From an optimization exercise on the open Yosys and OpenROAD flow, aimed at small area, a short achievable clock period and few clock cycles per item; shortcuts taken in it are not production practice.
RTL that was checked went through simulation tests only; none was proved equivalent to the original.
Power figures rest on the tool's default switching activity, not on a simulated workload.

==> module tpq_head, before the edit <==
module tpq_head (
	input  wire logic [15:0]          valid,
	input  wire logic [15:0][15:0]    bef,         
	input  wire logic [15:0]          pend,        
	input  wire logic [15:0]          pend_ahead,  
	output logic      [15:0]          head
);
	localparam int N = 16;
	logic [N-1:0] skip;       
	logic         pend_best;  
	assign skip      = ~valid | pend;
	assign pend_best = !(|pend_ahead);
	always_comb begin
		for (int i = 0; i < N; i++) begin
			head[i] = valid[i];
			for (int j = 0; j < N; j++) begin
				if (j < i) head[i] = head[i] && (skip[j] || !bef[j][i]);
				if (j > i) head[i] = head[i] && (skip[j] || bef[i][j]);
			end
			if (pend[i]) begin
				head[i] = valid[i] && pend_best;
			end else begin
				head[i] = head[i] && pend_ahead[i];
			end
		end
	end
endmodule
==> module task_priority_queue, before the edit <==
module task_priority_queue
#(
	parameter int QUEUE_DEPTH = 16
) (
	input  wire logic        clk,
	input  wire logic        arst_n,
	input  wire logic        req_valid,
	output      logic        req_ready,
	input  wire logic        req_operation,
	input  wire logic [7:0]  req_priority_req,
	input  wire logic [15:0] req_arrive_tick,
	input  wire logic [15:0] req_run_cycles,
	input  wire logic [7:0]  req_owner_tag,
	output      logic        rsp_valid,
	input  wire logic        rsp_ready,
	output      logic [1:0]  rsp_status,
	output      logic        rsp_task_valid,
	output      logic [7:0]  rsp_out_priority,
	output      logic [15:0] rsp_out_arrive_tick,
	output      logic [15:0] rsp_out_run_cycles,
	output      logic [7:0]  rsp_out_owner_tag,
	output      logic [4:0]  rsp_occupancy
);
	localparam int N  = QUEUE_DEPTH;
	localparam int CW = $clog2(QUEUE_DEPTH + 1);
	logic [CW-1:0]   count_q;
	logic [N-1:0]    valid_q;
	logic [N-1:0]    alloc_q;      
	logic [N*48-1:0] slot_v;       
	logic [N-1:0]    ahead;        
	logic [N-1:0][N-1:0] bef_q;    
	logic [N-1:0]    head;         
	logic [N-1:0]    we;
	logic [N-1:0]    valid_next;
	logic [N-1:0]    alloc_next;
	logic [N-1:0]    pend_n_q;       
	logic [N-1:0]    pend_q;
	logic [N-1:0]    pend_ahead_q;   
	logic            res_v_q;
	tpq_pkg::status_t res_status_q;
	logic            res_tvalid_q;
	logic [CW-1:0]   res_occ_q;
	logic [N-1:0]    res_sel_q;    
	logic            ovalid_q;
	tpq_pkg::status_t status_q;
	logic            tvalid_q;
	logic [CW-1:0]   occ_q;
	tpq_pkg::entry_t oentry_q;
	tpq_pkg::entry_t sel_entry;
	logic            adv, fire, is_full, is_empty, enq, deq;
	logic [CW-1:0]   count_next;
	tpq_pkg::entry_t new_entry;
	logic [23:0]     new_key_x;
	assign adv       = !ovalid_q || rsp_ready;
	assign req_ready = !res_v_q || adv;
	assign fire      = req_valid && req_ready;
	assign is_full   = count_q[CW-1];
	assign is_empty  = (count_q == '0);
	assign enq       = fire && (tpq_pkg::op_t'(req_operation) == tpq_pkg::OP_ENQ) && !is_full;
	assign deq       = fire && (tpq_pkg::op_t'(req_operation) == tpq_pkg::OP_DEQ) && !is_empty;
	assign new_entry.prio    = req_priority_req;
	assign new_entry.arrival = req_arrive_tick;
	assign new_entry.service = req_run_cycles;
	assign new_entry.dev     = req_owner_tag;
	assign new_key_x = ~{req_priority_req, req_arrive_tick};
	assign we = enq ? alloc_q : '0;
	for (genvar i = 0; i < N; i++) begin : g_cell
		tpq_cell u_cell (
			.clk       (clk),
			.we        (we[i]),
			.new_entry (new_entry),
			.new_key_x (new_key_x),
			.slot_q    (slot_v[i*48 +: 48]),
			.ahead     (ahead[i])
		);
	end
	tpq_head u_head (
		.valid      (valid_q),
		.bef        (bef_q),
		.pend       (pend_q),
		.pend_ahead (pend_ahead_q),
		.head       (head)
	);
	always_comb begin
		valid_next = valid_q;
		count_next = count_q;
		if (enq) begin
			valid_next = valid_q | alloc_q;
			count_next = count_q + CW'(1);
		end else if (deq) begin
			valid_next = valid_q & ~head;
			count_next = count_q - CW'(1);
		end
	end
	logic [N-1:0] alloc_enq;
	always_comb begin
		logic seen;
		seen = 1'b0;
		for (int i = 0; i < N; i++) begin
			alloc_enq[i] = !(valid_q[i] || alloc_q[i]) && !seen;
			seen = seen || !(valid_q[i] || alloc_q[i]);
		end
	end
	always_comb begin
		alloc_next = alloc_q;
		if (enq) begin
			alloc_next = alloc_enq;
		end else if (deq && is_full) begin
			alloc_next = head;
		end
	end
	always_ff @(posedge clk) begin
		for (int i = 0; i < N; i++) begin
			for (int j = i + 1; j < N; j++) begin
				if (pend_q[i] || pend_q[j]) begin
					bef_q[i][j] <= pend_q[i] ? !pend_ahead_q[j] : pend_ahead_q[i];
				end
			end
		end
	end
	always_ff @(posedge clk) begin
		pend_ahead_q <= enq ? (ahead & valid_q) : '1;
		pend_n_q     <= enq ? ~alloc_q : '1;
	end
	assign pend_q = ~pend_n_q;
	always_ff @(posedge clk or negedge arst_n) begin
		if (!arst_n) begin
			count_q  <= '0;
			valid_q  <= '0;
			alloc_q  <= N'(1);
			res_v_q  <= 1'b0;
			ovalid_q <= 1'b0;
		end else begin
			count_q  <= count_next;
			valid_q  <= valid_next;
			alloc_q  <= alloc_next;
			if (fire) begin
				res_v_q <= 1'b1;
			end else if (adv) begin
				res_v_q <= 1'b0;
			end
			if (adv) begin
				ovalid_q <= res_v_q;
			end
		end
	end
	always_ff @(posedge clk) begin
		if (fire) begin
			res_tvalid_q <= deq;
			res_sel_q    <= deq ? head : '0;
			res_occ_q    <= count_next;
			if (enq || deq) begin
				res_status_q <= tpq_pkg::ST_OK;
			end else if (tpq_pkg::op_t'(req_operation) == tpq_pkg::OP_ENQ) begin
				res_status_q <= tpq_pkg::ST_FULL;
			end else begin
				res_status_q <= tpq_pkg::ST_EMPTY;
			end
		end
	end
	always_comb begin
		sel_entry = '0;
		for (int i = 0; i < N; i++) begin
			sel_entry = sel_entry | (slot_v[i*48 +: 48] & {48{res_sel_q[i]}});
		end
	end
	always_ff @(posedge clk) begin
		if (adv && res_v_q) begin
			status_q <= res_status_q;
			tvalid_q <= res_tvalid_q;
			occ_q    <= res_occ_q;
			oentry_q <= sel_entry;
		end
	end
	assign rsp_valid           = ovalid_q;
	assign rsp_status          = status_q;
	assign rsp_task_valid      = tvalid_q;
	assign rsp_out_priority    = oentry_q.prio;
	assign rsp_out_arrive_tick = oentry_q.arrival;
	assign rsp_out_run_cycles  = oentry_q.service;
	assign rsp_out_owner_tag   = oentry_q.dev;
	assign rsp_occupancy       = occ_q;
endmodule
Settings: LEC_CHECK=0, CAP_MARGIN=20, CORE_MARGIN=2, CORE_UTILIZATION=40, CTS_CLUSTER_DIAMETER=90, CTS_CLUSTER_SIZE=22, SETUP_SLACK_MARGIN=1.5, SLEW_MARGIN=20, SYNTH_HIERARCHICAL=1, SYNTH_MINIMUM_KEEP_SIZE=0; clock period 3.7 ns.
run.sh (not shown) runs the stock make flow with config.mk's settings and CLKGATE_MAP_FILE= SYNTH_SCRIPT=/design/flow/synth_recipe.tcl, a recipe that flattens the netlist after the stock synthesis.
Testbench counts at the start, summed over its fixed seeds: cycles 12,016, items 12,000.
Change:
--- a/flow/design.v
+++ b/flow/design.v
@@ -80,13 +80,13 @@
 	output logic      [15:0]          head
 );
 	localparam int N = 16;
 	logic [N-1:0] skip;       
 	logic         pend_best;  
 	assign skip      = ~valid | pend;
-	assign pend_best = !(|pend_ahead);
+	assign pend_best = !(|(pend_ahead & valid & ~pend));
 	always_comb begin
 		for (int i = 0; i < N; i++) begin
 			head[i] = valid[i];
 			for (int j = 0; j < N; j++) begin
 				if (j < i) head[i] = head[i] && (skip[j] || !bef[j][i]);
 				if (j > i) head[i] = head[i] && (skip[j] || bef[i][j]);
@@ -133,14 +133,13 @@
 	logic [N-1:0]    ahead;        
 	logic [N-1:0][N-1:0] bef_q;    
 	logic [N-1:0]    head;         
 	logic [N-1:0]    we;
 	logic [N-1:0]    valid_next;
 	logic [N-1:0]    alloc_next;
-	logic [N-1:0]    pend_n_q;       
-	logic [N-1:0]    pend_q;
+	logic [N-1:0]    pend_q;         
 	logic [N-1:0]    pend_ahead_q;   
 	logic            res_v_q;
 	tpq_pkg::status_t res_status_q;
 	logic            res_tvalid_q;
 	logic [CW-1:0]   res_occ_q;
 	logic [N-1:0]    res_sel_q;    
@@ -219,27 +218,27 @@
 					bef_q[i][j] <= pend_q[i] ? !pend_ahead_q[j] : pend_ahead_q[i];
 				end
 			end
 		end
 	end
 	always_ff @(posedge clk) begin
-		pend_ahead_q <= enq ? (ahead & valid_q) : '1;
-		pend_n_q     <= enq ? ~alloc_q : '1;
-	end
-	assign pend_q = ~pend_n_q;
+		pend_ahead_q <= enq ? ahead : '1;
+	end
 	always_ff @(posedge clk or negedge arst_n) begin
 		if (!arst_n) begin
 			count_q  <= '0;
 			valid_q  <= '0;
 			alloc_q  <= N'(1);
+			pend_q   <= '0;
 			res_v_q  <= 1'b0;
 			ovalid_q <= 1'b0;
 		end else begin
 			count_q  <= count_next;
 			valid_q  <= valid_next;
 			alloc_q  <= alloc_next;
+			pend_q   <= enq ? alloc_q : '0;
 			if (fire) begin
 				res_v_q <= 1'b1;
 			end else if (adv) begin
 				res_v_q <= 1'b0;
 			end
 			if (adv) begin
The changed run finished with timing, DRC and antenna clean. Sequential share of layout area went down by 0.79 points. Final area rose slightly. Worst setup slack gets worse by 0.048 ns. Die area goes up slightly. Total power went up by roughly a tenth.
For the second run of this note, only the layout was checked, not whether the RTL still works.

-- afterwards: timing with drivers on the ports --
Ports are ideal in the flow. The routed layouts listed here were re-timed in OpenROAD. Step 1 assumes that a clkbuf_16 drives the clock port and a buf_2 every other input. Step 2 also shifts input and output timing later by t, the mid clock arrival at the registers, as if the neighbouring blocks saw the same clock. a / b / c = no drivers / after step 1 / after step 2; a / b = the first two.
run	t (ns)	setup slack, ns	worst hold slack (ns)	worst setup path after step 2	worst slew at a driven data input, ns
the first run	0.766	1.432 / 1.364 / 0.650	0.333 / 0.305 / 0.430	input to register	0.12
the second run	0.788	1.384 / 1.384 / 0.757	0.350 / 0.302 / 0.429	input to register	0.10
After both steps every run listed still meets setup and hold. The setup slack of the first run, which loses most, moves by -0.068 ns with the drivers and by -0.782 ns with both steps.
